From an optimization exercise on the open Yosys and OpenROAD flow, aimed at small area; shortcuts taken in it are not production practice.
RTL that was checked went through simulation tests only; none was proved equivalent to the original.
For run 3, only the layout was checked, not whether the RTL still works.
Power is estimated from default activity; no workload was simulated.

File: config.mk
export PLATFORM = sky130hd
export DESIGN_NAME = well_renderer
export DESIGN_NICKNAME = well_renderer
export VERILOG_FILES = /design/flow/design.v
export SDC_FILE = /design/flow/constraint.sdc
export NUM_CORES = 4
export LEC_CHECK = 0
export CAP_MARGIN = 20
export CORE_MARGIN = 2
export CORE_UTILIZATION = 40
export SLEW_MARGIN = 20
File: constraint.sdc
create_clock -name core_clock -period 8.0 [get_ports {clock}]
set_input_delay 1.6000 -clock core_clock [delete_from_list [all_inputs] [get_ports {clock}]]
set_output_delay 1.6000 -clock core_clock [all_outputs]
set_load 0.01 [all_outputs]
File: design.v
package tetris_pkg;
    typedef logic [2:0]  color_code_t;
    typedef logic [23:0] rgb_t;
    function automatic rgb_t PALETTE(input color_code_t code);
        case (code)
            3'd0:    PALETTE = 24'h000000;    
            3'd1:    PALETTE = 24'h00FFFF;    
            3'd2:    PALETTE = 24'hFFFF00;    
            3'd3:    PALETTE = 24'h800080;    
            3'd4:    PALETTE = 24'h00FF00;    
            3'd5:    PALETTE = 24'hFF0000;    
            3'd6:    PALETTE = 24'h0000FF;    
            default: PALETTE = 24'hFFA500;    
        endcase
    endfunction
    localparam rgb_t WALL_COLOR  = 24'hCCCCCC;
    localparam rgb_t FLASH_COLOR = 24'hFFFFFF;
    localparam rgb_t GRID_COLOR  = 24'h404040;
    typedef enum logic {IDLE, FLASH} flash_state_t;
    typedef enum logic [1:0] {
        REGION_OUTSIDE,
        REGION_WALL,
        REGION_INTERIOR
    } region_t;
endpackage
module well_flash_ctrl #(
    parameter int WELL_H       = 20,
    parameter int FLASH_FRAMES = 4
) (
    input  logic                      clock,
    input  logic                      reset,
    input  logic                      frame_tick,
    input  logic                      clear_req,
    input  logic [$clog2(WELL_H)-1:0] clear_row,
    output logic                      clear_busy,
    output logic                      clear_done,
    output logic [$clog2(WELL_H)-1:0] flash_row,
    output logic                      flash_white
);
    logic [1:0] phase;
    logic       start, last;
    assign start = !clear_busy && clear_req && (int'(clear_row) < WELL_H);
    assign last  = clear_busy && frame_tick && (phase == 2'd3);
    always_ff @(posedge clock or posedge reset) begin
        if (reset) begin
            clear_busy <= 1'b0;
            phase      <= 2'd0;
            clear_done <= 1'b0;
        end else begin
            clear_done <= last;
            if (start)
                clear_busy <= 1'b1;
            else if (last)
                clear_busy <= 1'b0;
            if (clear_busy && frame_tick)
                phase <= phase + 2'd1;
        end
    end
    always_ff @(posedge clock) begin
        if (!clear_busy)
            flash_row <= clear_row;
    end
    assign flash_white = clear_busy && !phase[0];
endmodule
module well_renderer #(
    parameter int BLOCK_SIZE   = 20,
    parameter int WELL_W       = 10,
    parameter int WELL_H       = 20,
    parameter int OFF_COL      = 100,
    parameter int OFF_ROW      = 10,
    parameter int FLASH_FRAMES = 4
) (
    input  logic                      clock,
    input  logic                      reset,
    input  logic [10:0]               col,
    input  logic [10:0]               row,
    input  logic                      frame_tick,
    input  logic                      wr_en,
    input  logic [$clog2(WELL_W)-1:0] wr_x,
    input  logic [$clog2(WELL_H)-1:0] wr_y,
    input  logic [2:0]                wr_code,
    input  logic                      board_clr,
    input  logic                      clear_req,
    input  logic [$clog2(WELL_H)-1:0] clear_row,
    output logic                      clear_busy,
    output logic                      clear_done,
    output logic [23:0]               color
);
    localparam int XW = $clog2(WELL_W);
    localparam int YW = $clog2(WELL_H);
    localparam int B  = BLOCK_SIZE;
    localparam int WALL_LEFT  = OFF_COL;
    localparam int INT_LEFT   = OFF_COL + B;
    localparam int INT_RIGHT  = OFF_COL + B * (WELL_W + 1) - 1;
    localparam int WALL_RIGHT = OFF_COL + B * (WELL_W + 2) - 1;
    localparam int WELL_TOP   = OFF_ROW;
    localparam int WELL_BOT   = OFF_ROW + B * WELL_H - 1;
    localparam int FLOOR_BOT  = OFF_ROW + B * (WELL_H + 1) - 1;
    logic          in_frame_cols, in_int_cols, in_well_rows, in_frame_rows;
    logic          int_d, wall_d;
    logic [XW-1:0] bx_d;
    logic [YW-1:0] by_d;
    assign in_frame_cols = (int'(col) >= WALL_LEFT) && (int'(col) <= WALL_RIGHT);
    assign in_int_cols   = (int'(col) >= INT_LEFT)  && (int'(col) <= INT_RIGHT);
    assign in_well_rows  = (int'(row) >= WELL_TOP)  && (int'(row) <= WELL_BOT);
    assign in_frame_rows = (int'(row) >= WELL_TOP)  && (int'(row) <= FLOOR_BOT);
    assign int_d  = in_well_rows && in_int_cols;
    assign wall_d = in_frame_rows && in_frame_cols && !int_d;
    always_comb begin
        bx_d = '0;
        for (int i = 1; i < WELL_W; i++)
            if (int'(col[8:0]) >= INT_LEFT + B * i) bx_d = XW'(i);
        by_d = '0;
        for (int i = 1; i < WELL_H; i++)
            if (int'(row[8:0]) >= WELL_TOP + B * i) by_d = YW'(i);
    end
    logic          int_q, wall_q;
    logic [XW-1:0] bx_q;
    logic [YW-1:0] by_q;
    always_ff @(posedge clock or posedge reset) begin
        if (reset) begin
            int_q  <= 1'b0;
            wall_q <= 1'b0;
        end else begin
            int_q  <= int_d;
            wall_q <= wall_d;
        end
    end
    always_ff @(posedge clock) begin
        bx_q <= bx_d;
        by_q <= by_d;
    end
    logic [2:0]        brd [WELL_H][WELL_W];
    logic [WELL_H-1:0] row_valid;
    logic              wen;
    logic [WELL_H-1:0] row_wr;
    logic [WELL_W-1:0] col_sel;
    assign wen = wr_en && !board_clr && (int'(wr_x) < WELL_W) && (int'(wr_y) < WELL_H);
    always_comb begin
        for (int y = 0; y < WELL_H; y++) row_wr[y]  = wen && (int'(wr_y) == y);
        for (int x = 0; x < WELL_W; x++) col_sel[x] = (int'(wr_x) == x);
    end
    always_ff @(posedge clock or posedge reset) begin
        if (reset)
            row_valid <= '0;
        else if (board_clr)
            row_valid <= '0;
        else
            row_valid <= row_valid | row_wr;
    end
    logic              wr_row_inval;
    logic [WELL_W-1:0] col_en;
    logic [2:0]        col_data [WELL_W];
    assign wr_row_inval = !row_valid[wr_y];
    always_comb begin
        for (int x = 0; x < WELL_W; x++) begin
            col_en[x]   = col_sel[x] || wr_row_inval;
            col_data[x] = col_sel[x] ? wr_code : 3'd0;
        end
    end
    always_ff @(posedge clock) begin
        for (int y = 0; y < WELL_H; y++)
            for (int x = 0; x < WELL_W; x++)
                if (row_wr[y] && col_en[x])
                    brd[y][x] <= col_data[x];
    end
    logic [YW-1:0] flash_row;
    logic          flash_white;
    well_flash_ctrl #(
        .WELL_H       (WELL_H),
        .FLASH_FRAMES (FLASH_FRAMES)
    ) u_flash (
        .clock       (clock),
        .reset       (reset),
        .frame_tick  (frame_tick),
        .clear_req   (clear_req),
        .clear_row   (clear_row),
        .clear_busy  (clear_busy),
        .clear_done  (clear_done),
        .flash_row   (flash_row),
        .flash_white (flash_white)
    );
    logic [2:0] cell_code;
    logic       hit;
    logic [3:0] code_d, code_q;
    logic [WELL_W-1:0] col_hot;
    logic [WELL_H-1:0] row_hot;
    logic [2:0]        row_rd [WELL_H];
    always_comb begin
        for (int x = 0; x < WELL_W; x++) col_hot[x] = (int'(bx_q) == x);
        for (int y = 0; y < WELL_H; y++) row_hot[y] = (int'(by_q) == y) && row_valid[y];
        for (int y = 0; y < WELL_H; y++) begin
            row_rd[y] = '0;
            for (int x = 0; x < WELL_W; x++)
                row_rd[y] = row_rd[y] | (brd[y][x] & {3{col_hot[x]}});
        end
        cell_code = '0;
        for (int y = 0; y < WELL_H; y++)
            cell_code = cell_code | (row_rd[y] & {3{row_hot[y]}});
    end
    assign hit = flash_white && (by_q == flash_row);
    always_comb begin
        code_d = '0;
        if (int_q) code_d = hit ? 4'b1111 : {1'b0, cell_code};
        else if (wall_q) code_d = 4'b1000;
    end
    always_ff @(posedge clock) code_q <= code_d;
    always_comb begin
        if (code_q[3])
            color = code_q[0] ? tetris_pkg::FLASH_COLOR : tetris_pkg::WALL_COLOR;
        else
            color = tetris_pkg::PALETTE(code_q[2:0]);
    end
endmodule
File: run.sh
#!/bin/bash
# synth_recipe.tcl (not shown) runs the flow's synth.tcl, then flattens the netlist and writes it again
# the make line also repeats each setting of config.mk as NAME=value (left out here)
make -C /OpenROAD-flow-scripts/flow DESIGN_CONFIG=/design/flow/config.mk WORK_HOME=/design/flow/orfs CLKGATE_MAP_FILE= SYNTH_SCRIPT=/design/flow/synth_recipe.tcl finish
==> impl_summary.log, run 1 <==
[metrics] remaining design rule violation count: 0
[metrics] antenna-violating nets left: 0
[metrics] most frequent standard cell in the layout excluding fill and tap cells: sky130_fd_sc_hd__edfxtp_1
[metrics] top_reg_cell synth: sky130_fd_sc_hd__edfxtp_1
[metrics] status: timing/DRC/antenna clean
[metrics] final setup skew: roughly 24 ps
[metrics] number of warnings issued by yosys: 5
[metrics] slowest stage cell, crit path: sky130_fd_sc_hd__clkdlybuf4s50_1
[metrics] data required time of the critical path: 8280 ps
[metrics] growth of design area from synthesis to finish: 13.5%
[metrics] path type of the worst setup path: in2reg
[metrics] Inst Count DP: 2831
[metrics] routed wirelength normalized by instance count: 36.3 microns
[metrics] combinational power share: 7.1%
[metrics] Data arrival, critical path: 5340 ps
[metrics] fraction of power spent switching nets: 23.6%
[metrics] buffer depth of the longest clock path: 3
[metrics] die area: ~70000 sq um
[metrics] number of cells in the finished layout apart from fillers: 2951
[metrics] Synth cell types: between 70 and 80
[metrics] first-pass GRT wire length: about 150000 microns
[metrics] source-to-sink clock delay at the later pin of the worst-skew pair: 620 ps
[metrics] Slew Limit Fails: 0
[metrics] shortest period the worst path allows: between 5000 and 6000 ps
[metrics] net count after synthesis: 2043
[metrics] final-stage net count: 2074
[metrics] sum of buffers and inverters on the critical path: 1
[metrics] transition at the pin with the smallest max-transition slack: 1140 ps
[metrics] Clock power frac: 42.1%
[metrics] proportion of power drawn by flip-flops and latches: between 50% and 60%
[metrics] HPWL after detailed placement: 64300 microns
[metrics] hold worst-path end: code_q[3]$_DFF_P_
[metrics] Initial Util: 40.5%
[metrics] clock tree from TritonCTS: yes
[metrics] antenna violations before repair: 5
[metrics] last weighted congestion value of the routability-driven placer: 0.963
[metrics] number of global-route vias before repair: 18896
[metrics] number of instances on the worst hold path: 1
[metrics] P_int: 5.58 mW
[metrics] number of iterations in the first detailed-routing pass: 8
[metrics] setup slack of the worst register-to-register path: 3580 ps
[metrics] clock tree sinks: 644
[metrics] total power divided by cell area: 236 nW/um^2
[metrics] worst-path maximum fanout: 20
[metrics] fraction of synthesis flops using an asynchronous set or reset pin: 4.04%
[metrics] crit path cell chain: clkdlybuf4s50_1, mux4_2, or2_1, mux4_2, a32oi_2, nor2_4, nor2_1
[metrics] leakage power summed over all cells: 11.1 nW
[metrics] Die X: ~260 microns
[metrics] Post-Syn Area: about 27000 sq um
[metrics] share of cells above drive strength 1: 10.6%
[metrics] endpoint of the most critical register-to-register path: code_q[0]$_SDFF_PN0_
[metrics] via density per instance: 6.76
[metrics] total of endpoints with negative setup slack in the final report: 0
[metrics] vias post-DR: around 20000
[metrics] net switching power: 1.72 mW
[metrics] highest clock frequency the design can meet: 0.198 GHz
[metrics] number of max-cap violations: 0
[metrics] RSZ-0062 raised after global routing: false
[metrics] EDFF count, synth: 605
[metrics] #FFs+latches synth: 644
[metrics] number of port buffers: 67
[metrics] post-synthesis average cell area: 13.6 sq um
[metrics] Crit path max-delay family: multiplexers
[metrics] number of setup buffers added after CTS: 0
[metrics] count of fill cells added during filler insertion: ~6000
[metrics] Crit. End Element: flip-flop
[metrics] Routed WL: between 100000 and 150000 microns
[metrics] hold bufs inserted after CTS: 0
[metrics] number of placement rows: between 90 and 100
[metrics] biggest cell delay along the critical path: 860 ps
[metrics] Inserted Clock Buffers: 68
[metrics] number of hold-slack violations in the final timing report: 0
[metrics] hold wc startpoint: wall_q$_DFF_PP0_
[metrics] total negative slack for setup checks: 0 ps
[metrics] start point of the critical path: wr_y[0]
[metrics] height of the die: between 200 and 300 microns
[metrics] H-tree depth: 3
[metrics] Max VDD drop: 0.213 mV
[metrics] sum of overflow across all layers after global routing: 0
[metrics] global router's overall resource usage: 30.2%
[metrics] pin count of the biggest net entering global routing: 70
[metrics] ratio of final minimum period to clock period: a little over three fifths
[metrics] cell repeated most along the worst path: sky130_fd_sc_hd__mux4_2
[metrics] number of violations reported at the end of detailed-routing iteration 0: 3684
[metrics] clock root buffer: sky130_fd_sc_hd__clkbuf_16
[metrics] startpoint of the worst register-to-register path: bx_q[1]$_SDFF_PP0_
[metrics] worst reg2reg path depth: 8
[metrics] total I/O pin count: approximately 70
[metrics] clock-pin slew on the worst setup and hold paths: 60 ps
[metrics] commonest cells after routing, fill and taps aside: 605 x sky130_fd_sc_hd__edfxtp_1, 272 x sky130_fd_sc_hd__nor2_1, 104 x sky130_fd_sc_hd__a22oi_1
[metrics] Core Box Area: 67300 sq um
[metrics] # resized after CTS: 0
[metrics] kind of launch point of the worst setup path: input port
[metrics] worst hold-check path type: reg2reg
[metrics] Max transition margin: 24.2%
[metrics] cell count after synthesis: around 2000
[metrics] register area share after synthesis: a little over two thirds
cell families after synthesis:
kind of cell    Yosys count  synth area share (%)
fa+ha+maj                 2                0.0827
flops                   644                  70.1
mux                     106                  4.41
simple gates            558                  9.55
xor+xnor                  8                 0.257
compound gates          482                  12.4
buf+inv                 197                  3.19
synthesized netlist by cell type (all sizes together) (19+ instances only):
cell type,count,share of area [%]
and2,39,0.90
a21oi,85,1.6
a22oi,104,2.9
nor2,285,3.9
nor2b,19,0.44
nand2,65,0.90
nor3,31,0.57
o22ai,60,1.4
a32oi,34,1.1
nand3,33,0.61
mux2i,85,3.1
o21ai,56,1.0
buf,70,1.4
dfrtp,26,2.4
edfxtp,605,67
clkbuf,92,1.3
a22o,21,0.68
inv,34,0.47
power groups by stage:
stage	clock network, mW	registers (mW)	logic [mW]
global placement	0	3.78	0.487
finish	3.07	3.71	0.521
detailed placement	0	3.78	0.493
floorplan	0	3.76	0.265
global route	3.20	3.71	0.526
CTS	3.07	3.71	0.494
layer usage:
layer | wire length, microns | share of wire (%) | vias to the layer above | GRT usage (%)
li1 | - | - | 7802 | -
met1 | 38500 | 36 | 9897 | 40.3
met2 | 44600 | 42 | 1870 | 42.6
met3 | 17400 | 16 | 385 | 11.6
met4 | 6580 | 6.1 | 4 | 15.8
met5 | 55 | 0.051 | - | 0
registers in the layout, indices dropped and copies added, names as in the netlist, 2 cells and up:
register,count
brd,600
bx_q,4
by_q,5
code_q,4
row_valid,20
u_flash.flash_row,5
u_flash.phase,2
per-stage QoR:
stage | utilization, % | hold WS [ps] | setup WS (ps) | power [mW] | area (sq um)
2_1_floorplan | - | 449 | 4100 | 4.02 | 27200
3_3_place_gp | 42.8 | 489 | 2350 | 4.27 | 28800
3_5_place_dp | 42.8 | 492 | 2350 | 4.27 | 28800
4_1_cts | 45.9 | 510 | 2960 | 7.28 | 30900
5_1_grt | 45.9 | 538 | 2800 | 7.44 | 30900
6_report | 45.9 | 492 | 2940 | 7.30 | 30900
final cells by class:
class	instances	area, sq um	area share, %
Timing Repair Buffer	123	1100	3.57
Antenna cell	7	17.5	0.0567
Inverter	35	131	0.425
Sequential cell	644	19100	61.8
Clock buffer	77	1760	5.69
Multi-Input combinational cell	1156	7370	23.9
Clock inverter	36	327	1.06
Tap cell	873	1090	3.54
worst max-delay path by stage:
| stage | endpoint | slack (ps) | cells after the start |
|---|---|---|---|
| global route | brd[36][2]$_DFFE_PP_ | 2800 | 7 |
| detailed placement | brd[29][1]$_DFFE_PP_ | 2350 | 7 |
| finish | brd[29][0]$_DFFE_PP_ | 2940 | 7 |
| global placement | brd[29][2]$_DFFE_PP_ | 2350 | 7 |
| CTS | brd[29][0]$_DFFE_PP_ | 2960 | 7 |
| floorplan | brd[190][0]$_DFFE_PP_ | 4100 | 7 |
worst register-to-register path: cells and delay by family (launching register included):
family,cells,cell delay [ps]
compound gates,4,2030
simple gates,2,690
buf+inv,2,940
flops,1,620
==> run 2, diff against run 1 <==
--- a/design.v
+++ b/design.v
@@ -185,19 +185,26 @@
     logic [3:0] code_d, code_q;
     logic [WELL_W-1:0] col_hot;
     logic [WELL_H-1:0] row_hot;
-    logic [2:0]        row_rd [WELL_H];
+    logic [WELL_W-1:0] col_rd_n [3];
     always_comb begin
         for (int x = 0; x < WELL_W; x++) col_hot[x] = (int'(bx_q) == x);
         for (int y = 0; y < WELL_H; y++) row_hot[y] = (int'(by_q) == y) && row_valid[y];
-        for (int y = 0; y < WELL_H; y++) begin
-            row_rd[y] = '0;
-            for (int x = 0; x < WELL_W; x++)
-                row_rd[y] = row_rd[y] | (brd[y][x] & {3{col_hot[x]}});
-        end
-        cell_code = '0;
-        for (int y = 0; y < WELL_H; y++)
-            cell_code = cell_code | (row_rd[y] & {3{row_hot[y]}});
-    end
+    end
+    for (genvar gx = 0; gx < WELL_W; gx++) begin : g_col
+        for (genvar gb = 0; gb < 3; gb++) begin : g_bit
+            logic [WELL_H-1:0] d;
+            always_comb
+                for (int y = 0; y < WELL_H; y++) d[y] = brd[y][gx][gb];
+            well_rd_col u_rd (
+                .d     (d),
+                .sel   (row_hot),
+                .en    (col_hot[gx]),
+                .q_n   (col_rd_n[gb][gx])
+            );
+        end
+    end
+    always_comb
+        for (int b = 0; b < 3; b++) cell_code[b] = !(&col_rd_n[b]);
     assign hit = flash_white && (by_q == flash_row);
     always_comb begin
         code_d = '0;
@@ -212,3 +219,39 @@
             color = tetris_pkg::PALETTE(code_q[2:0]);
     end
 endmodule
+module well_rd_col (
+    input  logic [19:0] d,
+    input  logic [19:0] sel,
+    input  logic        en,
+    output logic        q_n
+);
+    logic [6:0] g_n;      
+    logic       p0, p1;   
+    for (genvar i = 0; i < 6; i++) begin : g_aoi
+        well_aoi222 u_aoi (
+            .a (d[3*i]),   .b (sel[3*i]),
+            .c (d[3*i+1]), .e (sel[3*i+1]),
+            .f (d[3*i+2]), .g (sel[3*i+2]),
+            .y (g_n[i])
+        );
+    end
+    well_aoi22 u_aoi_last (.a(d[18]), .b(sel[18]), .c(d[19]), .e(sel[19]), .y(g_n[6]));
+    well_nand4 u_n0 (.a(g_n[0]), .b(g_n[1]), .c(g_n[2]), .e(g_n[3]), .y(p0));
+    well_nand3 u_n1 (.a(g_n[4]), .b(g_n[5]), .c(g_n[6]), .y(p1));
+    well_oai21 u_o  (.a(p0), .b(p1), .c(en), .y(q_n));
+endmodule
+module well_aoi222 (input logic a, b, c, e, f, g, output logic y);
+    assign y = !((a && b) || (c && e) || (f && g));
+endmodule
+module well_aoi22 (input logic a, b, c, e, output logic y);
+    assign y = !((a && b) || (c && e));
+endmodule
+module well_nand4 (input logic a, b, c, e, output logic y);
+    assign y = !(a && b && c && e);
+endmodule
+module well_nand3 (input logic a, b, c, output logic y);
+    assign y = !(a && b && c);
+endmodule
+module well_oai21 (input logic a, b, c, output logic y);
+    assign y = !((a || b) && c);
+endmodule
--- a/config.mk
+++ b/config.mk
@@ -9,3 +9,4 @@
 export CORE_MARGIN = 2
 export CORE_UTILIZATION = 40
 export SLEW_MARGIN = 20
+export SYNTH_HIERARCHICAL = 1
==> run 2 against run 1 <==
Synthesized cell count shrank 21%. Worst hold slack better by 24 ps. Via count is 22% lower. Non-clock buffer count shrank 33.
==> impl_summary.log, run 2 <==
[metrics] Inserted Clock Buffers: 61 (was 68)
[metrics] commonest cells after routing, fill and taps aside: 605 x sky130_fd_sc_hd__edfxtp_1, 246 x sky130_fd_sc_hd__nor2_1, 180 x sky130_fd_sc_hd__a222oi_1 (was 605 x sky130_fd_sc_hd__edfxtp_1, 272 x sky130_fd_sc_hd__nor2_1, 104 x sky130_fd_sc_hd__a22oi_1)
[metrics] total power divided by cell area: 233 nW/um^2 (was 236 nW/um^2)
[metrics] crit path cell chain: clkdlybuf4s50_1, mux4_2, and3_1, a21oi_2, nor2_1, nor2_1 (was clkdlybuf4s50_1, mux4_2, or2_1, mux4_2, a32oi_2, nor2_4, nor2_1)
[metrics] slowest stage cell, crit path: sky130_fd_sc_hd__clkdlybuf4s50_1 (unchanged)
[metrics] first-pass GRT wire length: 101000 microns (was 146000 microns)
[metrics] total negative slack for setup checks: 0 ps (unchanged)
[metrics] number of cells in the finished layout apart from fillers: 2556 (was 2951)
[metrics] shortest period the worst path allows: 4950 ps (was 5060 ps)
[metrics] biggest area consumer among synthesized cells: sky130_fd_sc_hd__edfxtp_1 (unchanged)
[metrics] number of warnings issued by yosys: 13 (was 5)
[metrics] transition at the pin with the smallest max-transition slack: 1260 ps (was 1140 ps)
[metrics] worst hold-check path type: reg2reg (unchanged)
[metrics] status: timing/DRC/antenna clean (unchanged)
[metrics] Post-Place Setup Slack: 2500 ps (was 2350 ps)
[metrics] clock tree from TritonCTS: yes (unchanged)
[metrics] pin count of the biggest net entering global routing: 31 (was 70)
[metrics] height of the die: 254 microns (was 265 microns)
[metrics] clock tree sinks: 644 (unchanged)
[metrics] Clock power frac: 41.3% (was 42.1%)
[metrics] count of fill cells added during filler insertion: 5396 (was 5972)
[metrics] Core Box Area: 61700 sq um (was 67300 sq um)
[metrics] kind of launch point of the worst setup path: input port (unchanged)
[metrics] number of hold-slack violations in the final timing report: 0 (unchanged)
[metrics] cell repeated most along the worst path: sky130_fd_sc_hd__nor2_1 (was sky130_fd_sc_hd__mux4_2)
[metrics] Largest register FFs: 600 (unchanged)
[metrics] total non-filler cell area in the finished layout: 28500 sq um (was 30900 sq um)
[metrics] leakage power summed over all cells: 9.26 nW (was 11.1 nW)
[metrics] Util after Layout: 46.2% (was 45.9%)
[metrics] register containing the most flip-flops in the final layout: brd (unchanged)
[metrics] #FFs+latches synth: 644 (unchanged)
[metrics] Die X: 254 microns (was 265 microns)
[metrics] net count after synthesis: 1621 (was 2043)
[metrics] Inst Count DP: 2440 (was 2831)
[metrics] cell count after synthesis: 1575 (was 1997)
[metrics] proportion of power drawn by flip-flops and latches: 55.8% (was 50.8%)
[metrics] antenna-violating nets left: 0 (unchanged)
[metrics] data required time of the critical path: 8310 ps (was 8280 ps)
[metrics] post-synthesis average cell area: 15.9 sq um (was 13.6 sq um)
[metrics] remaining design rule violation count: 0 (unchanged)
[metrics] growth of design area from synthesis to finish: 14.3% (was 13.5%)
[metrics] combinational power share: 3.0% (was 7.1%)
[metrics] register area share after synthesis: 76.4% (was 70.1%)
[metrics] Post-Syn Area: 25000 sq um (was 27200 sq um)
[metrics] last weighted congestion value of the routability-driven placer: 0.817 (was 0.963)
[metrics] Slew Limit Fails: 0 (unchanged)
[metrics] antenna violations before repair: 1 (was 5)
[metrics] top_reg_cell synth: sky130_fd_sc_hd__edfxtp_1 (unchanged)
[metrics] number of max-cap violations: 0 (unchanged)
[metrics] vias post-DR: 15623 (was 19958)
[metrics] clock-pin slew on the worst setup and hold paths: 60 ps (about the same)
[metrics] Max transition margin: 16.1% (was 24.2%)
[metrics] final setup skew: 16.1 ps (was 24.2 ps)
[metrics] RSZ-0062 raised after global routing: false (unchanged)
[metrics] worst-case hold slack: 516 ps (was 492 ps)
[metrics] fraction of power spent switching nets: 20.7% (was 23.6%)
[metrics] Crit. End Element: flip-flop (unchanged)
[metrics] number of port buffers: 67 (unchanged)
[metrics] cell types occupying the most area after synthesis: sky130_fd_sc_hd__edfxtp_1 73%, sky130_fd_sc_hd__a222oi_1 7.2%, sky130_fd_sc_hd__nor2_1 3.7% (was sky130_fd_sc_hd__edfxtp_1 67%, sky130_fd_sc_hd__nor2_1 3.9%, sky130_fd_sc_hd__mux2i_1 3.1%)
[metrics] buffer depth of the longest clock path: 3 (unchanged)
[metrics] Initial Util: 40.5% (about the same)
[metrics] highest clock frequency the design can meet: 0.202 GHz (was 0.198 GHz)
[metrics] number of iterations in the first detailed-routing pass: 10 (was 8)
[metrics] P_int: 5.27 mW (was 5.58 mW)
[metrics] biggest cell delay along the critical path: 1060 ps (was 860 ps)
[metrics] final worst setup slack: 3050 ps (was 2940 ps)
[metrics] HPWL after detailed placement: 42400 microns (was 64300 microns)
[metrics] ratio of final minimum period to clock period: 61.9% (was 63.2%)
[metrics] registers with the highest flip-flop counts: brd (600), row_valid (20) (unchanged)
[metrics] sum of overflow across all layers after global routing: 0 (unchanged)
[metrics] most frequent standard cell in the layout excluding fill and tap cells: sky130_fd_sc_hd__edfxtp_1 (unchanged)
[metrics] final-stage net count: 1712 (was 2074)
[metrics] sum of buffers and inverters on the critical path: 1 (unchanged)
[metrics] worst-path maximum fanout: 20 (unchanged)
[metrics] Max VDD drop: 0.166 mV (was 0.213 mV)
[metrics] commonest cells in the synthesized netlist: 605 x sky130_fd_sc_hd__edfxtp_1, 247 x sky130_fd_sc_hd__nor2_1, 180 x sky130_fd_sc_hd__a222oi_1, 43 x sky130_fd_sc_hd__nand2_1, 38 x sky130_fd_sc_hd__nand4_1 (was 605 x sky130_fd_sc_hd__edfxtp_1, 285 x sky130_fd_sc_hd__nor2_1, 104 x sky130_fd_sc_hd__a22oi_1, 92 x sky130_fd_sc_hd__clkbuf_1)
[metrics] die area: 64400 sq um (was 70200 sq um)
[metrics] EDFF count, synth: 605 (unchanged)
[metrics] number of global-route vias before repair: 15219 (was 18896)
[metrics] H-tree depth: 2 (was 3)
[metrics] via density per instance: 6.11 (was 6.76)
[metrics] Crit path max-delay family: simple AND/OR/NAND/NOR gates (was multiplexers)
[metrics] number of placement rows: 91 (was 95)
[metrics] library cell with the highest instance count after synthesis: sky130_fd_sc_hd__edfxtp_1 (unchanged)
[metrics] Routed WL: 70700 microns (was 107000 microns)
[metrics] number of violations reported at the end of detailed-routing iteration 0: 2846 (was 3684)
[metrics] Data arrival, critical path: 5260 ps (was 5340 ps)
[metrics] clock root buffer: sky130_fd_sc_hd__clkbuf_16 (unchanged)
[metrics] area of placed instances: 26600 sq um (was 28800 sq um)
[metrics] number of setup buffers added after CTS: 0 (unchanged)
[metrics] global router's overall resource usage: 21.8% (was 30.2%)
[metrics] proportion of netlist area held by the largest area contributor: 72.8% (was 66.7%)
[metrics] total of endpoints with negative setup slack in the final report: 0 (unchanged)
[metrics] total I/O pin count: 71 (unchanged)
[metrics] Synth cell types: 71 (was 77)
[metrics] share of cells above drive strength 1: 10.7% (was 10.6%)
[metrics] net switching power: 1.37 mW (was 1.72 mW)
[metrics] source-to-sink clock delay at the later pin of the worst-skew pair: 640 ps (was 620 ps)
[metrics] fraction of synthesis flops using an asynchronous set or reset pin: 4.04% (unchanged)
[metrics] # resized after CTS: 0 (unchanged)
[metrics] routed wirelength normalized by instance count: 27.7 microns (was 36.3 microns)
[metrics] path type of the worst setup path: in2reg (unchanged)
[metrics] Overall Power: 6.64 mW (was 7.30 mW)
[metrics] hold bufs inserted after CTS: 0 (unchanged)
run 2: cell types whose count changed in the layout (fill, tap and decap cells not counted), sizes merged, moves of 38 or more:
cell and delta:
a222oi +177, nor2 -38, mux2i -82, o22ai -58, a22oi -73, a21oi -53
run 2: cells by family (layout without fill, tap and decap cells):
kind of cell,after synthesis,count (layout),share of synthesized area [%]
AO/OA/AOI/OAI,336,336,11.8
XOR/XNOR,7,7,0.246
adder cells (fa/ha/maj),2,2,0.0902
buffers and inverters,88,231,1.63
flip-flops,644,644,76.4
multiplexers,9,9,0.541
other,0,1,0
AND/OR/NAND/NOR,489,489,9.25
run 2: power groups by stage:
stage          Clock, mW  Combinational, mW  Sequential, mW
2_1_floorplan          0              0.116            3.77
3_3_place_gp           0              0.193            3.78
3_5_place_dp           0              0.198            3.78
4_1_cts             2.77              0.198            3.71
5_1_grt             2.90              0.216            3.71
6_report            2.74              0.198            3.71
run 2: per-layer routing:
| metal | share of wire [%] | track usage, % |
|---|---|---|
| met1 | 39 | 29.8 |
| met2 | 46 | 34.3 |
| met3 | 11 | 4.53 |
| met4 | 3.7 | 8.64 |
| met5 | 0 | 0 |
run 2: Yosys stat by module (local to each module, per instance), excerpt:
module	cells inside	area, sq um	flip-flops and latches	copies in the design
well_aoi22	1	12.5	0	30
well_oai21	1	5.00	0	30
well_aoi222	1	10.0	0	180
well_renderer	1255	22000	635	1
well_nand4	1	6.26	0	30
well_nand3	1	5.00	0	30
run 2: worst register-to-register path, cell delays in order, from the launching register on:
cell and delay, ps:
sky130_fd_sc_hd__dfxtp_1 770, sky130_fd_sc_hd__nor3_1 190, sky130_fd_sc_hd__and3_1 220, sky130_fd_sc_hd__buf_4 300, sky130_fd_sc_hd__a222oi_1 480, sky130_fd_sc_hd__nand4_1 190, sky130_fd_sc_hd__o21ai_1 320, sky130_fd_sc_hd__nand4_1 270
sky130_fd_sc_hd__o31ai_1 420, sky130_fd_sc_hd__nand2_1 90
run 2: path summary, 6_finish.rpt:
kind | startpoint | end | slack [ps] | cells past startpoint
max | wr_y[1] | brd[36][1]$_DFFE_PP_ | 3050 | 6
min | u_flash.phase[0]$_DFFE_PP0P_ | u_flash.phase[0]$_DFFE_PP0P_ | 520 | 1
max reg2reg | by_q[1]$_SDFF_PP1_ | code_q[1]$_SDFF_PN0_ | 4640 | 9
min reg2reg | u_flash.phase[0]$_DFFE_PP0P_ | u_flash.phase[0]$_DFFE_PP0P_ | 520 | 1
max in group asynchronous | reset | int_q$_DFF_PP0_ | 5990 | 2
min in group asynchronous | reset | u_flash.clear_busy$_DFFE_PP0P_ | 1200 | 2
run 2: cell type report:
class / instances / area [sq um] / share of cell area, %
inverter: 26 / 97.6 / 0.342
sequential: 644 / 19100 / 66.8
multi-input combinational: 843 / 5580 / 19.6
tap: 837 / 1050 / 3.67
antenna: 1 / 2.50 / 0.00877
timing repair buffer: 90 / 843 / 2.95
clock inverter: 30 / 220 / 0.772
clock buffer: 85 / 1670 / 5.84
==> run 3, diff against run 2 <==
--- a/design.v
+++ b/design.v
@@ -131,38 +131,53 @@
         by_q <= by_d;
     end
     logic [2:0]        brd [WELL_H][WELL_W];
-    logic [WELL_H-1:0] row_valid;
+    logic [WELL_W-1:0] col_valid;
     logic              wen;
-    logic [WELL_H-1:0] row_wr;
-    logic [WELL_W-1:0] col_sel;
+    logic [WELL_W-1:0] col_wr;
+    logic [WELL_H-1:0] row_sel;
     assign wen = wr_en && !board_clr && (int'(wr_x) < WELL_W) && (int'(wr_y) < WELL_H);
     always_comb begin
-        for (int y = 0; y < WELL_H; y++) row_wr[y]  = wen && (int'(wr_y) == y);
-        for (int x = 0; x < WELL_W; x++) col_sel[x] = (int'(wr_x) == x);
+        for (int x = 0; x < WELL_W; x++) col_wr[x]  = wen && (int'(wr_x) == x);
+        for (int y = 0; y < WELL_H; y++) row_sel[y] = (int'(wr_y) == y);
     end
     always_ff @(posedge clock or posedge reset) begin
         if (reset)
-            row_valid <= '0;
+            col_valid <= '0;
         else if (board_clr)
-            row_valid <= '0;
+            col_valid <= '0;
         else
-            row_valid <= row_valid | row_wr;
-    end
-    logic              wr_row_inval;
-    logic [WELL_W-1:0] col_en;
-    logic [2:0]        col_data [WELL_W];
-    assign wr_row_inval = !row_valid[wr_y];
-    always_comb begin
-        for (int x = 0; x < WELL_W; x++) begin
-            col_en[x]   = col_sel[x] || wr_row_inval;
-            col_data[x] = col_sel[x] ? wr_code : 3'd0;
+            col_valid <= col_valid | col_wr;
+    end
+    logic              wr_col_inval;
+    logic [WELL_H-1:0] row_en;
+    logic [2:0]        row_data [WELL_H];
+    assign wr_col_inval = !col_valid[wr_x];
+    always_comb
+        for (int y = 0; y < WELL_H; y++) row_en[y] = row_sel[y] || wr_col_inval;
+    logic [WELL_H-1:0] row_sel_n;
+    logic [2:0]        wr_code_n;
+    assign row_sel_n = ~row_sel;
+    assign wr_code_n = ~wr_code;
+    for (genvar gy = 0; gy < WELL_H; gy++) begin : g_data
+        for (genvar gb = 0; gb < 3; gb++) begin : g_bit
+            well_nor2 u_d (.a(row_sel_n[gy]), .b(wr_code_n[gb]), .y(row_data[gy][gb]));
+        end
+    end
+    logic [WELL_W-1:0] col_wr_n;
+    logic [WELL_H-1:0] row_en_n;
+    logic              cell_en [WELL_H][WELL_W];
+    assign col_wr_n = ~col_wr;
+    assign row_en_n = ~row_en;
+    for (genvar gy = 0; gy < WELL_H; gy++) begin : g_en_y
+        for (genvar gx = 0; gx < WELL_W; gx++) begin : g_en_x
+            well_nor2 u_en (.a(col_wr_n[gx]), .b(row_en_n[gy]), .y(cell_en[gy][gx]));
         end
     end
     always_ff @(posedge clock) begin
         for (int y = 0; y < WELL_H; y++)
             for (int x = 0; x < WELL_W; x++)
-                if (row_wr[y] && col_en[x])
-                    brd[y][x] <= col_data[x];
+                if (cell_en[y][x])
+                    brd[y][x] <= row_data[y];
     end
     logic [YW-1:0] flash_row;
     logic          flash_white;
@@ -187,8 +202,8 @@
     logic [WELL_H-1:0] row_hot;
     logic [WELL_W-1:0] col_rd_n [3];
     always_comb begin
-        for (int x = 0; x < WELL_W; x++) col_hot[x] = (int'(bx_q) == x);
-        for (int y = 0; y < WELL_H; y++) row_hot[y] = (int'(by_q) == y) && row_valid[y];
+        for (int x = 0; x < WELL_W; x++) col_hot[x] = (int'(bx_q) == x) && col_valid[x];
+        for (int y = 0; y < WELL_H; y++) row_hot[y] = (int'(by_q) == y);
     end
     for (genvar gx = 0; gx < WELL_W; gx++) begin : g_col
         for (genvar gb = 0; gb < 3; gb++) begin : g_bit
@@ -249,6 +264,9 @@
 module well_nand4 (input logic a, b, c, e, output logic y);
     assign y = !(a && b && c && e);
 endmodule
+module well_nor2 (input logic a, b, output logic y);
+    assign y = !(a || b);
+endmodule
 module well_nand3 (input logic a, b, c, output logic y);
     assign y = !(a && b && c);
 endmodule
--- a/config.mk
+++ b/config.mk
@@ -8,5 +8,7 @@
 export CAP_MARGIN = 20
 export CORE_MARGIN = 2
 export CORE_UTILIZATION = 40
+export CTS_CLUSTER_DIAMETER = 120
+export CTS_CLUSTER_SIZE = 30
 export SLEW_MARGIN = 20
 export SYNTH_HIERARCHICAL = 1
==> run 3 against run 2 <==
Still clean on timing, DRC and antenna. Fmax is 3.6% higher. Total power fell by 14%. Global-route usage fell by 0.39 points. Sequential share of layout area up 2.9 points. Sequential power shrank 1%. Wire length shrank 1.2%. Register-to-register slack lost 840 ps. Largest cell class unchanged.
==> impl_summary.log, run 3 <==
[metrics] shortest period the worst path allows: 4780 ps (was 4950 ps)
[metrics] Post-Synth Simple-Gate Area: 8.99% (was 9.25%)
[metrics] #FFs+latches synth: 634 (was 644)
[metrics] EDFF count, synth: 605 (unchanged)
[metrics] post-synthesis average cell area: 15.8 sq um (was 15.9 sq um)
[metrics] proportion of netlist area held by the largest area contributor: 74.1% (was 72.8%)
[metrics] number of placement rows: 90 (was 91)
[metrics] start point of the critical path: wr_y[3] (was wr_y[1])
[metrics] number of global-route vias before repair: 14716 (was 15219)
[metrics] transition at the pin with the smallest max-transition slack: 1200 ps (was 1260 ps)
[metrics] Slew Limit Fails: 0 (unchanged)
[metrics] Synth cell types: 69 (was 71)
[metrics] registers with the highest flip-flop counts: brd (600), col_valid (10) (was brd (600), row_valid (20))
[metrics] Data arrival, critical path: 5040 ps (was 5260 ps)
[metrics] leakage power summed over all cells: 8.00 nW (was 9.26 nW)
[metrics] fraction of synthesis flops using an asynchronous set or reset pin: 2.52% (was 4.04%)
[metrics] Initial Util: 40.5% (about the same)
[metrics] library cell with the highest instance count after synthesis: sky130_fd_sc_hd__edfxtp_1 (unchanged)
[metrics] number of hold-slack violations in the final timing report: 0 (unchanged)
[metrics] antenna-violating nets left: 0 (unchanged)
[metrics] height of the die: 252 microns (was 254 microns)
[metrics] kind of launch point of the worst setup path: input port (unchanged)
[metrics] highest clock frequency the design can meet: 0.209 GHz (was 0.202 GHz)
[metrics] Die X: 252 microns (was 254 microns)
[metrics] register area share after synthesis: 76.8% (was 76.4%)
[metrics] Post-Place Setup Slack: 2780 ps (was 2500 ps)
[metrics] vias post-DR: 15440 (was 15623)
[metrics] Crit path max-delay family: simple AND/OR/NAND/NOR gates (unchanged)
[metrics] endpoint of the most critical register-to-register path: code_q[1]$_SDFF_PN0_ (unchanged)
[metrics] clock-pin slew on the worst setup and hold paths: 120 ps (was 60 ps)
[metrics] Core Box Area: 60500 sq um (was 61700 sq um)
[metrics] data required time of the critical path: 8260 ps (was 8310 ps)
[metrics] number of max-cap violations: 0 (unchanged)
[metrics] adder-cell share of the synthesized area: 0.0919% (was 0.0902%)
[metrics] first-pass GRT wire length: 99100 microns (was 101000 microns)
[metrics] xor/xnor share of the synthesized area: 0.250% (was 0.246%)
[metrics] worst hold-check path type: reg2reg (unchanged)
[metrics] # resized after CTS: 0 (unchanged)
[metrics] post-synthesis compound-gate area fraction: 12.3% (was 11.8%)
[metrics] crit path cell chain: clkdlybuf4s50_1, o21ai_0, nand3b_1, nor3_1, nand3_1, buf_4, nor2_1 (was clkdlybuf4s50_1, mux4_2, and3_1, a21oi_2, nor2_1, nor2_1)
[metrics] fraction of synthesized area in multiplexers: 0.327% (was 0.541%)
[metrics] pin count of the biggest net entering global routing: 32 (was 31)
[metrics] RSZ-0062 raised after global routing: false (unchanged)
[metrics] Largest register FFs: 600 (unchanged)
[metrics] commonest cells in the synthesized netlist: 605 x sky130_fd_sc_hd__edfxtp_1, 308 x sky130_fd_sc_hd__nor2_1, 180 x sky130_fd_sc_hd__a222oi_1, 46 x sky130_fd_sc_hd__nand2_1, 42 x sky130_fd_sc_hd__nand3_1 (was 605 x sky130_fd_sc_hd__edfxtp_1, 247 x sky130_fd_sc_hd__nor2_1, 180 x sky130_fd_sc_hd__a222oi_1, 43 x sky130_fd_sc_hd__nand2_1, 38 x sky130_fd_sc_hd__nand4_1)
[metrics] Inserted Clock Buffers: 25 (was 61)
[metrics] antenna violations before repair: 1 (unchanged)
[metrics] HPWL after detailed placement: 48100 microns (was 42400 microns)
[metrics] clock tree from TritonCTS: yes (unchanged)
[metrics] top_reg_cell synth: sky130_fd_sc_hd__edfxtp_1 (unchanged)
[metrics] final-stage net count: 1675 (was 1712)
[metrics] worst reg2reg path depth: 9 (unchanged)
[metrics] total of endpoints with negative setup slack in the final report: 0 (unchanged)
[metrics] last weighted congestion value of the routability-driven placer: 0.931 (was 0.817)
[metrics] final setup skew: 27.1 ps (was 16.1 ps)
[metrics] Post-Syn Area: 24500 sq um (was 25000 sq um)
[metrics] startpoint of the worst register-to-register path: by_q[1]$_SDFF_PP1_ (unchanged)
[metrics] final worst setup slack: 3220 ps (was 3050 ps)
[metrics] Util after Layout: 44.6% (was 46.2%)
[metrics] Routed WL: 69900 microns (was 70700 microns)
[metrics] H-tree depth: 1 (was 2)
[metrics] number of violations reported at the end of detailed-routing iteration 0: 2575 (was 2846)
[metrics] clock tree sinks: 634 (was 644)
[metrics] total negative slack for setup checks: 0 ps (unchanged)
[metrics] Max VDD drop: 0.150 mV (was 0.166 mV)
[metrics] via density per instance: 6.35 (was 6.11)
[metrics] commonest cells after routing, fill and taps aside: 605 x sky130_fd_sc_hd__edfxtp_1, 294 x sky130_fd_sc_hd__nor2_1, 180 x sky130_fd_sc_hd__a222oi_1 (was 605 x sky130_fd_sc_hd__edfxtp_1, 246 x sky130_fd_sc_hd__nor2_1, 180 x sky130_fd_sc_hd__a222oi_1)
[metrics] buffer depth of the longest clock path: 3 (unchanged)
[metrics] most frequent standard cell in the layout excluding fill and tap cells: sky130_fd_sc_hd__edfxtp_1 (unchanged)
[metrics] biggest area consumer among synthesized cells: sky130_fd_sc_hd__edfxtp_1 (unchanged)
[metrics] cell count after synthesis: 1556 (was 1575)
[metrics] number of iterations in the first detailed-routing pass: 10 (unchanged)
[metrics] number of logic stages on the critical path including buffering: 7 (was 6)
[metrics] Worst Setup EP: brd[43][1]$_DFFE_PP_ (was brd[36][1]$_DFFE_PP_)
[metrics] biggest cell delay along the critical path: 700 ps (was 1060 ps)
[metrics] source-to-sink clock delay at the later pin of the worst-skew pair: 580 ps (was 640 ps)
[metrics] Crit. End Element: flip-flop (unchanged)
[metrics] slowest stage cell, crit path: sky130_fd_sc_hd__nor3_1 (was sky130_fd_sc_hd__clkdlybuf4s50_1)
[metrics] register containing the most flip-flops in the final layout: brd (unchanged)
[metrics] total power divided by cell area: 211 nW/um^2 (was 233 nW/um^2)
[metrics] sum of overflow across all layers after global routing: 0 (unchanged)
[metrics] global router's overall resource usage: 21.5% (was 21.8%)
[metrics] share of cells above drive strength 1: 7.35% (was 10.7%)
[metrics] number of warnings issued by yosys: 13 (unchanged)
[metrics] largest family of logic cells by synthesized area: compound AO/OA/AOI/OAI gates (unchanged)
[metrics] clock root buffer: sky130_fd_sc_hd__clkbuf_16 (unchanged)
[metrics] growth of design area from synthesis to finish: 10.1% (was 14.3%)
[metrics] ratio of final minimum period to clock period: 59.8% (was 61.9%)
[metrics] sum of buffers and inverters on the critical path: 2 (was 1)
[metrics] net count after synthesis: 1602 (was 1621)
[metrics] total I/O pin count: 71 (unchanged)
[metrics] number of port buffers: 68 (was 67)
[metrics] path type of the worst setup path: in2reg (unchanged)
[metrics] number of setup buffers added after CTS: 0 (unchanged)
[metrics] remaining design rule violation count: 0 (unchanged)
[metrics] cell types occupying the most area after synthesis: sky130_fd_sc_hd__edfxtp_1 74%, sky130_fd_sc_hd__a222oi_1 7.3%, sky130_fd_sc_hd__nor2_1 4.7% (was sky130_fd_sc_hd__edfxtp_1 73%, sky130_fd_sc_hd__a222oi_1 7.2%, sky130_fd_sc_hd__nor2_1 3.7%)
[metrics] die area: 63300 sq um (was 64400 sq um)
[metrics] routed wirelength normalized by instance count: 28.7 microns (was 27.7 microns)
[metrics] hold bufs inserted after CTS: 0 (unchanged)
[metrics] Max transition margin: 20.3% (was 16.1%)
[metrics] status: timing/DRC/antenna clean (unchanged)
[metrics] worst-path maximum fanout: 12 (was 20)
[metrics] setup slack of the worst register-to-register path: 3800 ps (was 4640 ps)
[metrics] worst-case hold slack: 512 ps (was 516 ps)
-- run 3: routing by layer --
layer | share of wire, % | vias to the layer above | global-route usage [%] | wire [microns]
li1 | - | 6584 | - | -
met1 | 41 | 7846 | 30.8 | 28300
met2 | 46 | 926 | 34.0 | 32100
met3 | 10 | 84 | 3.03 | 7190
met4 | 3.2 | 0 | 6.62 | 2210
met5 | 0 | - | 0 | 0
-- run 3: cell type report --
cell class | count | area [sq um]
antenna | 1 | 2.50
clock buffer | 43 | 693
clock inverter | 2 | 36.3
fill | 5275 | 33500
inverter | 18 | 67.6
multi-input combinational | 861 | 5540
sequential | 634 | 18800
tap | 782 | 978
timing repair buffer | 89 | 853
-- run 3: power breakdown --
group	internal, mW	switching, mW	leakage [nW]
logic	0.155	0.323	2.88
clock network	0.609	0.946	0.345
registers	3.63	0.0312	4.77
-- run 3: worst min-delay path by stage --
stage	from	to	slack [ps]	cells past startpoint
floorplan	col_valid[2]$_DFF_PP0_	col_valid[2]$_DFF_PP0_	470	2
global placement	u_flash.phase[0]$_DFFE_PP0P_	u_flash.phase[0]$_DFFE_PP0P_	500	1
detailed placement	u_flash.phase[0]$_DFFE_PP0P_	u_flash.phase[0]$_DFFE_PP0P_	510	1
CTS	u_flash.phase[0]$_DFFE_PP0P_	u_flash.phase[0]$_DFFE_PP0P_	520	1
global route	u_flash.phase[0]$_DFFE_PP0P_	u_flash.phase[0]$_DFFE_PP0P_	540	1
finish	u_flash.phase[0]$_DFFE_PP0P_	u_flash.phase[0]$_DFFE_PP0P_	510	1
-- run 3: cell families (layout without fill, tap and decap cells) --
logic type | after synthesis | count (layout)
muxes | 5 | 5
DFF | 634 | 634
xor gates and xnor gates | 7 | 7
buffers and inverters | 61 | 152
AOI/OAI and AO/OA | 347 | 347
adders and majority gates | 2 | 2
other | 0 | 1
and+or+nand+nor | 500 | 500
-- run 3: per-module statistics from Yosys (local to each module, per instance), excerpt --
module | cells inside | copies in the design
well_aoi22 | 1 | 30
well_aoi222 | 1 | 180
well_nand3 | 1 | 30
well_nand4 | 1 | 30
well_nor2 | 1 | 260
well_oai21 | 1 | 30
well_renderer | 976 | 1
-- run 3: metrics by stage --
stage | instance area (sq um) | cells | total power [mW]
final | 27000 | 2430 | 5.70
after global routing | 27000 | 2429 | 5.87
after CTS | 26900 | 2426 | 5.71
after detailed placement | 26200 | 2381 | 4.20
after global placement | 26200 | 2380 | 4.20
after floorplan | 24500 | 1556 | 3.97
==> run 4, diff against run 3 <==
--- a/design.v
+++ b/design.v
@@ -163,21 +163,24 @@
             well_nor2 u_d (.a(row_sel_n[gy]), .b(wr_code_n[gb]), .y(row_data[gy][gb]));
         end
     end
-    logic [WELL_W-1:0] col_wr_n;
-    logic [WELL_H-1:0] row_en_n;
-    logic              cell_en [WELL_H][WELL_W];
-    assign col_wr_n = ~col_wr;
-    assign row_en_n = ~row_en;
-    for (genvar gy = 0; gy < WELL_H; gy++) begin : g_en_y
-        for (genvar gx = 0; gx < WELL_W; gx++) begin : g_en_x
-            well_nor2 u_en (.a(col_wr_n[gx]), .b(row_en_n[gy]), .y(cell_en[gy][gx]));
+    logic              cell_keep [WELL_H][WELL_W];
+    logic [2:0]        brd_d     [WELL_H][WELL_W];
+    for (genvar gy = 0; gy < WELL_H; gy++) begin : g_cell_y
+        for (genvar gx = 0; gx < WELL_W; gx++) begin : g_cell_x
+            well_nand2 u_keep (.a(col_wr[gx]), .b(row_en[gy]), .y(cell_keep[gy][gx]));
+            for (genvar gb = 0; gb < 3; gb++) begin : g_bit
+                well_ao22 u_next (
+                    .a (brd[gy][gx][gb]), .b (cell_keep[gy][gx]),
+                    .c (col_wr[gx]),      .e (row_data[gy][gb]),
+                    .y (brd_d[gy][gx][gb])
+                );
+            end
         end
     end
     always_ff @(posedge clock) begin
         for (int y = 0; y < WELL_H; y++)
             for (int x = 0; x < WELL_W; x++)
-                if (cell_en[y][x])
-                    brd[y][x] <= row_data[y];
+                brd[y][x] <= brd_d[y][x];
     end
     logic [YW-1:0] flash_row;
     logic          flash_white;
@@ -267,6 +270,12 @@
 module well_nor2 (input logic a, b, output logic y);
     assign y = !(a || b);
 endmodule
+module well_nand2 (input logic a, b, output logic y);
+    assign y = !(a && b);
+endmodule
+module well_ao22 (input logic a, b, c, e, output logic y);
+    assign y = (a && b) || (c && e);
+endmodule
 module well_nand3 (input logic a, b, c, output logic y);
     assign y = !(a && b && c);
 endmodule
==> flow/run.sh (new file) <==
#!/bin/bash
# Layout flow: the standard ORFS flow (standard.sh, unchanged synthesis)
# with these changes to the layout steps:
#  - ports are buffered with the smallest buffer (buf_1) instead of the
#    default choice;
#  - clock tree: larger sink clusters and no dummy loads.
# Each make step writes its own logs under orfs/logs; the make output itself
# goes to standard.log here.
set -euo pipefail
export BUFFER_PORTS_ARGS="-buffer_cell sky130_fd_sc_hd__buf_1"
export CTS_ARGS="-sink_clustering_enable -repair_clock_nets -sink_clustering_size 30 -sink_clustering_max_diameter 120 -dont_use_dummy_load"
bash standard.sh > standard.log 2>&1
==> standard.sh (new file) <==
#!/bin/bash
# synth_recipe.tcl (not shown) runs the flow's synth.tcl, then flattens the netlist and writes it again
# the make line also repeats each setting of config.mk as NAME=value (left out here)
make -C /OpenROAD-flow-scripts/flow DESIGN_CONFIG=/design/flow/config.mk WORK_HOME=/design/flow/orfs CLKGATE_MAP_FILE= SYNTH_SCRIPT=/design/flow/synth_recipe.tcl "${@:-finish}"
--- a/config.mk
+++ b/config.mk
@@ -7,8 +7,6 @@
 export LEC_CHECK = 0
 export CAP_MARGIN = 20
 export CORE_MARGIN = 2
-export CORE_UTILIZATION = 40
-export CTS_CLUSTER_DIAMETER = 120
-export CTS_CLUSTER_SIZE = 30
+export CORE_UTILIZATION = 60
 export SLEW_MARGIN = 20
 export SYNTH_HIERARCHICAL = 1
removed: run.sh
==> run 4 against run 3 <==
Critical path type unchanged. Sequential power is 11% lower. Still clean on timing, DRC and antenna. First-iteration DRC count is 26% higher. Global-route usage is 15 points higher. Highest routed layer is now met5. Wire length is 11% higher.
==> impl_summary.log, run 4 <==
[metrics] status: timing/DRC/antenna clean (unchanged)
[metrics] number of port buffers: 67 (was 68)
[metrics] number of hold-slack violations in the final timing report: 0 (unchanged)
[metrics] number of global-route vias before repair: 18211 (was 14716)
[metrics] path type of the worst setup path: in2reg (unchanged)
[metrics] proportion of netlist area held by the largest area contributor: 51.8% (was 74.1%)
[metrics] number of max-cap violations: 0 (unchanged)
[metrics] total power divided by cell area: 196 nW/um^2 (was 211 nW/um^2)
[metrics] Post-Place Setup Slack: 3260 ps (was 2780 ps)
[metrics] total of endpoints with negative setup slack in the final report: 0 (unchanged)
[metrics] library cell with the highest instance count after synthesis: sky130_fd_sc_hd__dfxtp_1 (was sky130_fd_sc_hd__edfxtp_1)
[metrics] final worst setup slack: 3820 ps (was 3220 ps)
[metrics] shortest period the worst path allows: 4180 ps (was 4780 ps)
[metrics] Data arrival, critical path: 4670 ps (was 5040 ps)
[metrics] commonest cells after routing, fill and taps aside: 613 x sky130_fd_sc_hd__dfxtp_1, 600 x sky130_fd_sc_hd__a22o_1, 256 x sky130_fd_sc_hd__nand2_1 (was 605 x sky130_fd_sc_hd__edfxtp_1, 294 x sky130_fd_sc_hd__nor2_1, 180 x sky130_fd_sc_hd__a222oi_1)
[metrics] net count after synthesis: 2191 (was 1602)
[metrics] highest clock frequency the design can meet: 0.239 GHz (was 0.209 GHz)
[metrics] Initial Util: 61.0% (was 40.5%)
[metrics] biggest area consumer among synthesized cells: sky130_fd_sc_hd__dfxtp_1 (was sky130_fd_sc_hd__edfxtp_1)
[metrics] leakage power summed over all cells: 9.10 nW (was 8.00 nW)
[metrics] share of cells above drive strength 1: 5.88% (was 7.35%)
[metrics] growth of design area from synthesis to finish: 7.34% (was 10.1%)
[metrics] vias post-DR: 20388 (was 15440)
[metrics] register containing the most flip-flops in the final layout: brd (unchanged)
[metrics] # resized after CTS: 0 (unchanged)
[metrics] total negative slack for setup checks: 0 ps (unchanged)
[metrics] routed wirelength normalized by instance count: 28.3 microns (was 28.7 microns)
[metrics] data required time of the critical path: 8490 ps (was 8260 ps)
[metrics] Util after Layout: 65.5% (was 44.6%)
[metrics] Routed WL: 77800 microns (was 69900 microns)
[metrics] Inserted Clock Buffers: 25 (unchanged)
[metrics] Synth cell types: 61 (was 69)
[metrics] kind of launch point of the worst setup path: input port (unchanged)
[metrics] buffer depth of the longest clock path: 3 (unchanged)
[metrics] crit path cell chain: buf_1, o21ai_0, and3b_1, nand3_1, nor2_4, buf_4, nand2_1, a22o_1 (was clkdlybuf4s50_1, o21ai_0, nand3b_1, nor3_1, nand3_1, buf_4, nor2_1)
[metrics] Core Box Area: 38800 sq um (was 60500 sq um)
[metrics] final setup skew: 67.5 ps (was 27.1 ps)
[metrics] transition at the pin with the smallest max-transition slack: 1240 ps (was 1200 ps)
[metrics] RSZ-0062 raised after global routing: false (unchanged)
[metrics] height of the die: 203 microns (was 252 microns)
[metrics] hold bufs inserted after CTS: 0 (unchanged)
[metrics] Crit. End Element: flip-flop (unchanged)
[metrics] registers with the highest flip-flop counts: brd (600), col_valid (10) (unchanged)
[metrics] Inst Count DP: 2720 (was 2381)
[metrics] clock tree from TritonCTS: yes (unchanged)
[metrics] Post-Syn Area: 23700 sq um (was 24500 sq um)
[metrics] cell types occupying the most area after synthesis: sky130_fd_sc_hd__dfxtp_1 52%, sky130_fd_sc_hd__a22o_1 22%, sky130_fd_sc_hd__a222oi_1 7.6% (was sky130_fd_sc_hd__edfxtp_1 74%, sky130_fd_sc_hd__a222oi_1 7.3%, sky130_fd_sc_hd__nor2_1 4.7%)
[metrics] H-tree depth: 1 (unchanged)
[metrics] number of violations reported at the end of detailed-routing iteration 0: 3255 (was 2575)
[metrics] worst-path maximum fanout: 47 (was 12)
[metrics] Largest register FFs: 600 (unchanged)
[metrics] first-pass GRT wire length: 115000 microns (was 99100 microns)
[metrics] total non-filler cell area in the finished layout: 25400 sq um (was 27000 sq um)
[metrics] Crit path max-delay family: simple AND/OR/NAND/NOR gates (unchanged)
[metrics] Max VDD drop: 0.167 mV (was 0.150 mV)
[metrics] number of warnings issued by yosys: 14 (was 13)
[metrics] clock-pin slew on the worst setup and hold paths: 110 ps (was 120 ps)
[metrics] count of fill cells added during filler insertion: 3146 (was 5275)
[metrics] final-stage net count: 2277 (was 1675)
[metrics] EDFF count, synth: 5 (was 605)
[metrics] n_diodes: 0 (was 1)
[metrics] number of cells in the finished layout apart from fillers: 2747 (was 2430)
[metrics] pin count of the biggest net entering global routing: 82 (was 32)
[metrics] commonest cells in the synthesized netlist: 613 x sky130_fd_sc_hd__dfxtp_1, 600 x sky130_fd_sc_hd__a22o_1, 256 x sky130_fd_sc_hd__nand2_1, 180 x sky130_fd_sc_hd__a222oi_1, 110 x sky130_fd_sc_hd__nor2_1 (was 605 x sky130_fd_sc_hd__edfxtp_1, 308 x sky130_fd_sc_hd__nor2_1, 180 x sky130_fd_sc_hd__a222oi_1, 46 x sky130_fd_sc_hd__nand2_1, 42 x sky130_fd_sc_hd__nand3_1)
[metrics] biggest cell delay along the critical path: 760 ps (was 700 ps)
[metrics] cell count after synthesis: 2145 (was 1556)
[metrics] antenna-violating nets left: 0 (unchanged)
[metrics] antenna violations before repair: 1 (unchanged)
[metrics] Die X: 203 microns (was 252 microns)
[metrics] sum of overflow across all layers after global routing: 0 (unchanged)
[metrics] clock root buffer: sky130_fd_sc_hd__clkbuf_16 (unchanged)
[metrics] clock tree sinks: 634 (unchanged)
[metrics] total I/O pin count: 71 (unchanged)
[metrics] top_reg_cell synth: sky130_fd_sc_hd__dfxtp_1 (was sky130_fd_sc_hd__edfxtp_1)
[metrics] sum of buffers and inverters on the critical path: 2 (unchanged)
[metrics] slowest stage cell, crit path: sky130_fd_sc_hd__nor2_4 (was sky130_fd_sc_hd__nor3_1)
[metrics] number of iterations in the first detailed-routing pass: 14 (was 10)
[metrics] post-synthesis average cell area: 11.0 sq um (was 15.8 sq um)
[metrics] ratio of final minimum period to clock period: 52.3% (was 59.8%)
[metrics] worst hold-check path type: reg2reg (unchanged)
[metrics] Slew Limit Fails: 0 (unchanged)
[metrics] remaining design rule violation count: 0 (unchanged)
[metrics] fraction of synthesis flops using an asynchronous set or reset pin: 2.52% (unchanged)
[metrics] #FFs+latches synth: 634 (unchanged)
[metrics] register area share after synthesis: 54.1% (was 76.8%)
[metrics] number of placement rows: 72 (was 90)
[metrics] global router's overall resource usage: 36.7% (was 21.5%)
[metrics] source-to-sink clock delay at the later pin of the worst-skew pair: 590 ps (was 580 ps)
[metrics] most frequent standard cell in the layout excluding fill and tap cells: sky130_fd_sc_hd__dfxtp_1 (was sky130_fd_sc_hd__edfxtp_1)
[metrics] HPWL after detailed placement: 51900 microns (was 48100 microns)
[metrics] die area: 41100 sq um (was 63300 sq um)
[metrics] last weighted congestion value of the routability-driven placer: 0.983 (was 0.931)
[metrics] via density per instance: 7.42 (was 6.35)
[metrics] number of setup buffers added after CTS: 0 (unchanged)
[metrics] area of placed instances: 24800 sq um (was 26200 sq um)
[metrics] Max transition margin: 17.0% (was 20.3%)
[run 4: stage by stage]
stage	hold slack, ps	power (mW)
finish	486	4.99
global route	496	5.13
CTS	485	5.00
detailed placement	470	3.56
global placement	466	3.55
floorplan	455	3.47
[run 4: final cells by class]
class | count | area (sq um) | area share [%]
Multi-Input combinational cell | 1457 | 10800 | 42.4
Timing Repair Buffer | 96 | 485 | 1.91
Tap cell | 518 | 648 | 2.55
Clock buffer | 25 | 626 | 2.46
Sequential cell | 634 | 12800 | 50.4
Inverter | 17 | 63.8 | 0.251
[run 4: worst register-to-register path, stage by stage, from the launching register on]
cell and delay (ps):
sky130_fd_sc_hd__dfxtp_1 610, sky130_fd_sc_hd__nand2b_1 500, sky130_fd_sc_hd__nor2_2 40, sky130_fd_sc_hd__buf_4 250
sky130_fd_sc_hd__a222oi_1 870, sky130_fd_sc_hd__nand4_1 480, sky130_fd_sc_hd__o21ai_1 240, sky130_fd_sc_hd__nand4_1 170
sky130_fd_sc_hd__o31ai_1 270, sky130_fd_sc_hd__nand2_1 130
[run 4: per-layer routing]
layer  part of all wire (%)  vias to the layer above  track usage (%)
li1                       -                     8983                -
met1                     42                     9984             56.3
met2                     41                     1281             52.2
met3                     12                      138             5.47
met4                    4.4                        2             13.1
met5                   0.12                        -             1.55
[run 4: power breakdown]
| group | switching, mW | internal (mW) |
|---|---|---|
| Combinational | 0.172 | 0.0801 |
| Clock | 0.931 | 0.564 |
| Sequential | 0.0364 | 3.21 |
[run 4: modules after synthesis, one instance, submodules excluded, a selection]
| module | copies in the design | cells inside |
|---|---|---|
| well_nand2 | 200 | 1 |
| well_nand4 | 30 | 1 |
| well_nand3 | 30 | 1 |
| well_nor2 | 60 | 1 |
| well_aoi222 | 180 | 1 |
| well_oai21 | 30 | 1 |
| well_aoi22 | 30 | 1 |
| well_renderer | 1 | 965 |
| well_ao22 | 600 | 1 |
[run 4: kinds of logic (layout without fill, tap and decap cells)]
group,Yosys count,count (layout),share of synthesized area [%]
buffers and inverters,54,138,1.12
and+or+nand+nor,514,514,9.54
AOI/OAI and AO/OA,927,927,34.5
xor gates and xnor gates,9,9,0.333
muxes,5,5,0.338
DFF,634,634,54.1
adders and majority gates,2,2,0.0950
[run 4: worst paths after layout]
check                           slack, ps  cells after the start                start                            to
max in group asynchronous            6640                      2                reset        col_valid[5]$_DFF_PP0_
min in group asynchronous             870                      2                reset  u_flash.clear_done$_DFF_PP0_
worst min-delay path                  490                      1  brd[146][1]$_DFF_P_           brd[146][1]$_DFF_P_
worst min register to register        490                      1  brd[146][1]$_DFF_P_           brd[146][1]$_DFF_P_
worst max-delay path                 3820                      8              wr_y[3]            brd[15][2]$_DFF_P_
worst max register to register       4300                      9   by_q[0]$_SDFF_PP1_          code_q[2]$_SDFF_PN0_
==> run 5, diff against run 4 <==
--- a/config.mk
+++ b/config.mk
@@ -7,6 +7,8 @@
 export LEC_CHECK = 0
 export CAP_MARGIN = 20
 export CORE_MARGIN = 2
-export CORE_UTILIZATION = 60
+export CORE_UTILIZATION = 40
+export CTS_CLUSTER_DIAMETER = 120
+export CTS_CLUSTER_SIZE = 30
 export SLEW_MARGIN = 20
 export SYNTH_HIERARCHICAL = 1
==> run 5 against run 4 <==
Fmax down 2.5%. Clock skew down 5.7 ps. Die area up 49%. Via count down 2.7%. Area after synthesis unchanged. Highest routed layer unchanged. Total power up 0.57%.
==> impl_summary.log, run 5 <==
[metrics] area of placed instances: 25100 sq um (was 24800 sq um)
[metrics] status: timing/DRC/antenna clean (unchanged)
[metrics] fraction of synthesized area in multiplexers: 0.338% (unchanged)
[metrics] routed wirelength normalized by instance count: 26.7 microns (was 28.3 microns)
[metrics] global router's overall resource usage: 25.5% (was 36.7%)
[metrics] number of iterations in the first detailed-routing pass: 9 (was 14)
[metrics] top_reg_cell synth: sky130_fd_sc_hd__dfxtp_1 (unchanged)
[metrics] last weighted congestion value of the routability-driven placer: 0.931 (was 0.983)
[metrics] #FFs+latches synth: 634 (unchanged)
[metrics] slowest stage cell, crit path: sky130_fd_sc_hd__nor2_4 (unchanged)
[metrics] number of setup buffers added after CTS: 0 (unchanged)
[metrics] library cell with the highest instance count after synthesis: sky130_fd_sc_hd__dfxtp_1 (unchanged)
[metrics] buffer depth of the longest clock path: 3 (unchanged)
[metrics] Crit path max-delay family: simple AND/OR/NAND/NOR gates (unchanged)
[metrics] Max transition margin: 15.7% (was 17.0%)
[metrics] shortest period the worst path allows: 4290 ps (was 4180 ps)
[metrics] Synth cell types: 61 (unchanged)
[metrics] Post-Syn Area: 23700 sq um (unchanged)
[metrics] Inst Count DP: 2978 (was 2720)
[metrics] via density per instance: 6.59 (was 7.42)
[metrics] xor/xnor share of the synthesized area: 0.333% (unchanged)
[metrics] crit path cell chain: buf_1, o21ai_0, and3b_1, nand3_1, nor2_4, buf_4, nand2_1, a22o_1 (unchanged)
[metrics] number of cells in the finished layout apart from fillers: 3010 (was 2747)
[metrics] net count after synthesis: 2191 (unchanged)
[metrics] total of endpoints with negative setup slack in the final report: 0 (unchanged)
[metrics] cell count after synthesis: 2145 (unchanged)
[metrics] proportion of netlist area held by the largest area contributor: 51.8% (unchanged)
[metrics] vias post-DR: 19831 (was 20388)
[metrics] multi-input combinational cell area: 10800 sq um (unchanged)
[metrics] register area share after synthesis: 54.1% (unchanged)
[metrics] number of max-cap violations: 0 (unchanged)
[metrics] largest family of logic cells by synthesized area: compound AO/OA/AOI/OAI gates (unchanged)
[metrics] sum of overflow across all layers after global routing: 0 (unchanged)
[metrics] share of cells above drive strength 1: 6.22% (was 5.88%)
[metrics] number of warnings issued by yosys: 14 (unchanged)
[metrics] clock tree sinks: 634 (unchanged)
[metrics] register containing the most flip-flops in the final layout: brd (unchanged)
[metrics] Max VDD drop: 0.145 mV (was 0.167 mV)
[metrics] # resized after CTS: 0 (unchanged)
[metrics] height of the die: 247 microns (was 203 microns)
[metrics] final-stage net count: 2284 (was 2277)
[metrics] post-synthesis compound-gate area fraction: 34.5% (unchanged)
[metrics] Largest register FFs: 600 (unchanged)
[metrics] worst-path maximum fanout: 45 (was 47)
[metrics] fraction of synthesis flops using an asynchronous set or reset pin: 2.52% (unchanged)
[metrics] final setup skew: 61.8 ps (was 67.5 ps)
[metrics] number of hold-slack violations in the final timing report: 0 (unchanged)
[metrics] leakage power summed over all cells: 9.14 nW (was 9.10 nW)
[metrics] number of port buffers: 67 (unchanged)
[run 5: cell counts after synthesis]
Identical to the previous run, type by type.
[run 5: cell families (layout without fill, tap and decap cells)]
group | count (synthesis) | count (layout)
multiplexers | 5 | 5
XOR/XNOR | 9 | 9
AO/OA/AOI/OAI | 927 | 927
AND/OR/NAND/NOR | 514 | 514
buffers and inverters | 54 | 145
adder cells (fa/ha/maj) | 2 | 2
flip-flops | 634 | 634
other | 0 | 1
[run 5: path summary, 6_finish.rpt]
path	start	to	slack (ps)	cells after the start
worst max-delay path	wr_y[3]	brd[189][2]$_DFF_P_	3710	8
worst min-delay path	brd[128][2]$_DFF_P_	brd[128][2]$_DFF_P_	490	1
worst max register to register	by_q[0]$_SDFF_PP1_	code_q[2]$_SDFF_PN0_	4290	9
worst min register to register	brd[128][2]$_DFF_P_	brd[128][2]$_DFF_P_	490	1
max in group asynchronous	reset	col_valid[9]$_DFF_PP0_	6620	2
min in group asynchronous	reset	u_flash.clear_done$_DFF_PP0_	870	2
[run 5: area by class of cell]
type	count	share of cell area [%]
sequential	634	49.6
inverter	17	0.247
timing repair buffer	103	2.21
multi-input combinational	1457	41.7
clock buffer	25	2.42
antenna	1	0.00968
tap	773	3.74
[run 5: layer usage]
metal	global-route usage (%)	part of all wire, %	up-vias
met5	0	0.017	-
met4	8.45	3.6	2
met3	4.03	9.3	111
met2	39.0	43	922
met1	36.6	44	9790
li1	-	-	9006
[run 5: per-module statistics from Yosys (local to each module, per instance), excerpt]
module | area (sq um) | cells inside | copies in the design | flops+latches
well_renderer | 14500 | 965 | 1 | 625
well_aoi22 | 12.5 | 1 | 30 | 0
well_aoi222 | 10.0 | 1 | 180 | 0
well_ao22 | 8.76 | 1 | 600 | 0
well_nand4 | 6.26 | 1 | 30 | 0
well_nand3 | 5.00 | 1 | 30 | 0
well_oai21 | 5.00 | 1 | 30 | 0
well_nand2 | 3.75 | 1 | 200 | 0
well_nor2 | 3.75 | 1 | 60 | 0
[run 5: report_power, final]
part           internal, mW  switching (mW)  total [mW]
registers              3.21          0.0367        3.25
logic                0.0815           0.170       0.252
clock network         0.565           0.958        1.52
total                  3.86            1.16        5.02
